Background: an optimization exercise with open tools, aiming at small area, a short achievable clock period and few clock cycles per item. Do not read the settings as production practice.
RTL that was checked went through simulation tests only; none was proved equivalent to the original.
Power and IR drop assume default switching activity.

// bst_engine_top
module bst_engine_top (
    input  logic              aclk,
    input  logic              aresetn,
    input  logic              req_valid,
    output logic              req_ready,
    input  logic [47:0]       req,
    output logic              cpl_valid,
    input  logic              cpl_ready,
    output logic [32:0]       cpl
);
==> flow/config.mk <==
export PLATFORM = sky130hd
export DESIGN_NAME = bst_engine_top
export DESIGN_NICKNAME = bst_engine_top
export VERILOG_FILES = /design/flow/design.v
export SDC_FILE = /design/flow/constraint.sdc
export NUM_CORES = 4
export LEC_CHECK = 0
export ABC_CLOCK_PERIOD_IN_PS = 1500
export CAP_MARGIN = 20
export CORE_MARGIN = 2
export CORE_UTILIZATION = 60
export SETUP_SLACK_MARGIN = 1.8
export SLEW_MARGIN = 20
==> flow/constraint.sdc <==
create_clock -name core_clock -period 4.0 [get_ports {aclk}]
set_input_delay 0.8000 -clock core_clock [delete_from_list [all_inputs] [get_ports {aclk}]]
set_output_delay 0.8000 -clock core_clock [all_outputs]
set_load 0.01 [all_outputs]
standard.sh (not shown) runs the stock make flow with config.mk's settings and CLKGATE_MAP_FILE= SYNTH_SCRIPT=/design/flow/synth_recipe.tcl, a recipe that flattens the netlist after the stock synthesis.
==> flow/flow/run.sh <==
#!/bin/bash
# The standard layout, with faster port buffers.
set -euo pipefail
bash standard.sh "BUFFER_PORTS_ARGS=-buffer_cell sky130_fd_sc_hd__buf_4" finish > standard.log 2>&1
Edit:
==> flow/run.sh (new file) <==
#!/bin/bash
# synth_recipe.tcl (not shown) runs the flow's synth.tcl, then flattens the netlist and writes it again
# the make line also repeats each setting of config.mk as NAME=value (left out here)
make -C /OpenROAD-flow-scripts/flow DESIGN_CONFIG=/design/flow/config.mk WORK_HOME=/design/flow/orfs CLKGATE_MAP_FILE= SYNTH_SCRIPT=/design/flow/synth_recipe.tcl finish
removed: flow/flow/run.sh
removed: flow/standard.sh
=>
- The changed run finished clean
- area after synthesis stays the same
- worst setup slack is better by 0.038 ns
- final cell count climbs by 0.78%
- via count went up by 1.6%
- die area stays the same
- design area is higher by 1.0%
- power goes down by 1.0%
- sequential share of layout area shrinks by 0.71 points
- global-route usage barely changes
- hold slack improves by 0.35 ns
- fmax went up by 1.8%
No run of this note included a check of the RTL's function; only the layout flow was run.


Another version of the RTL of bst_engine_top (not shown whole).
For scale: roughly 1400 cells after synthesis, about 740 flip-flops, ~87 I/O pins.
Settings: LEC_CHECK=0, ABC_CLOCK_PERIOD_IN_PS=1500, CAP_MARGIN=10, CORE_MARGIN=2, CORE_UTILIZATION=70, CTS_CLUSTER_DIAMETER=150, CTS_CLUSTER_SIZE=25, SETUP_SLACK_MARGIN=2.1, SLEW_MARGIN=10; clock period 4.0 ns.
==> flow/flow/run.sh <==
#!/bin/bash
# The standard layout, with faster port buffers.
set -euo pipefail
bash standard.sh "BUFFER_PORTS_ARGS=-buffer_cell sky130_fd_sc_hd__buf_4" finish > standard.log 2>&1
Testbench counts at the start, summed over its fixed seeds: cycles 12,672, items 12,288.
Then changed:
Settings changed: CAP_MARGIN 10 to 20, CORE_UTILIZATION 70 to 60, SETUP_SLACK_MARGIN 2.1 to 1.9, SLEW_MARGIN 10 to 20.
The changed run completed with no timing, DRC or antenna violations.
Clock skew goes down by 0.013 ns.
Utilization goes down by 12 points.
Wire length goes up by 2.1%.
Count of clock-buffer cells in the layout goes up by 8.
Die area goes up by about 16%.
Setup slack loses 0.042 ns.


Another version of the RTL of bst_engine_top (not shown whole).
Size in the first run: ~1600 cells after synthesis, about 780 flip-flops, roughly 87 I/O pins.
export LEC_CHECK = 0
export ABC_CLOCK_PERIOD_IN_PS = 1500
export CAP_MARGIN = 20
export CORE_MARGIN = 2
export CORE_UTILIZATION = 60
export CTS_CLUSTER_DIAMETER = 150
export CTS_CLUSTER_SIZE = 25
export SETUP_SLACK_MARGIN = 2.15
export SLEW_MARGIN = 20
create_clock -name core_clock -period 4.0 [get_ports {aclk}]
Scripts as last shown in full above: flow/flow/run.sh
The starting point ran to the end with no violations.
Change:
Settings changed: SETUP_SLACK_MARGIN 2.15 to 2.0.
What happened:
- final area decreases by 3.7%
- fmax decreases by 5.1%
- clock power goes down by about 3%
- final cell count is lower by 2.2%
- combinational power fell by 11%
- sequential share of layout area rises by 2.5 points
- clock skew grows by 0.0049 ns
No functional check of the RTL was part of any run of this note.

[port drivers added, routing unchanged]
Ports are ideal in the flow. The routed layouts listed here were re-timed in OpenROAD.
Step 1, drivers: a clkbuf_16 drives aclk and a buf_2 each remaining input, both assumed.
Step 2 moves the port delays by t, midway between the first and last clock arrival at a register: inputs arrive t later, outputs are due t later. That takes back most of the time a late clock gives input paths.
Slacks: ideal / step 1 / step 2; pairs: ideal / step 1.
run | t, ns | setup slack, ns | worst register clock-pin slew, ns | worst data-port slew with drivers (ns)
the first run of note 1 | 0.645 | 1.776 / 1.776 / 1.200 | 0.06 / 0.06 | 0.09
the second run of note 1 | 0.645 | 1.814 / 1.789 / 1.227 | 0.06 / 0.06 | 0.09
the first run of note 2 | 0.635 | 1.980 / 1.923 / 1.643 | 0.10 / 0.10 | 0.08
the second run of note 2 | 0.635 | 1.939 / 1.881 / 1.585 | 0.10 / 0.10 | 0.08
the first run of note 3 | 0.641 | 1.904 / 1.904 / 1.520 | 0.10 / 0.10 | 0.11
the second run of note 3 | 0.627 | 1.791 / 1.791 / 1.368 | 0.10 / 0.10 | 0.10
After both steps setup and hold are still met in every run listed. The setup slack of the second run of note 1, which loses most, moves by -0.025 ns with the drivers and by -0.587 ns with both steps.
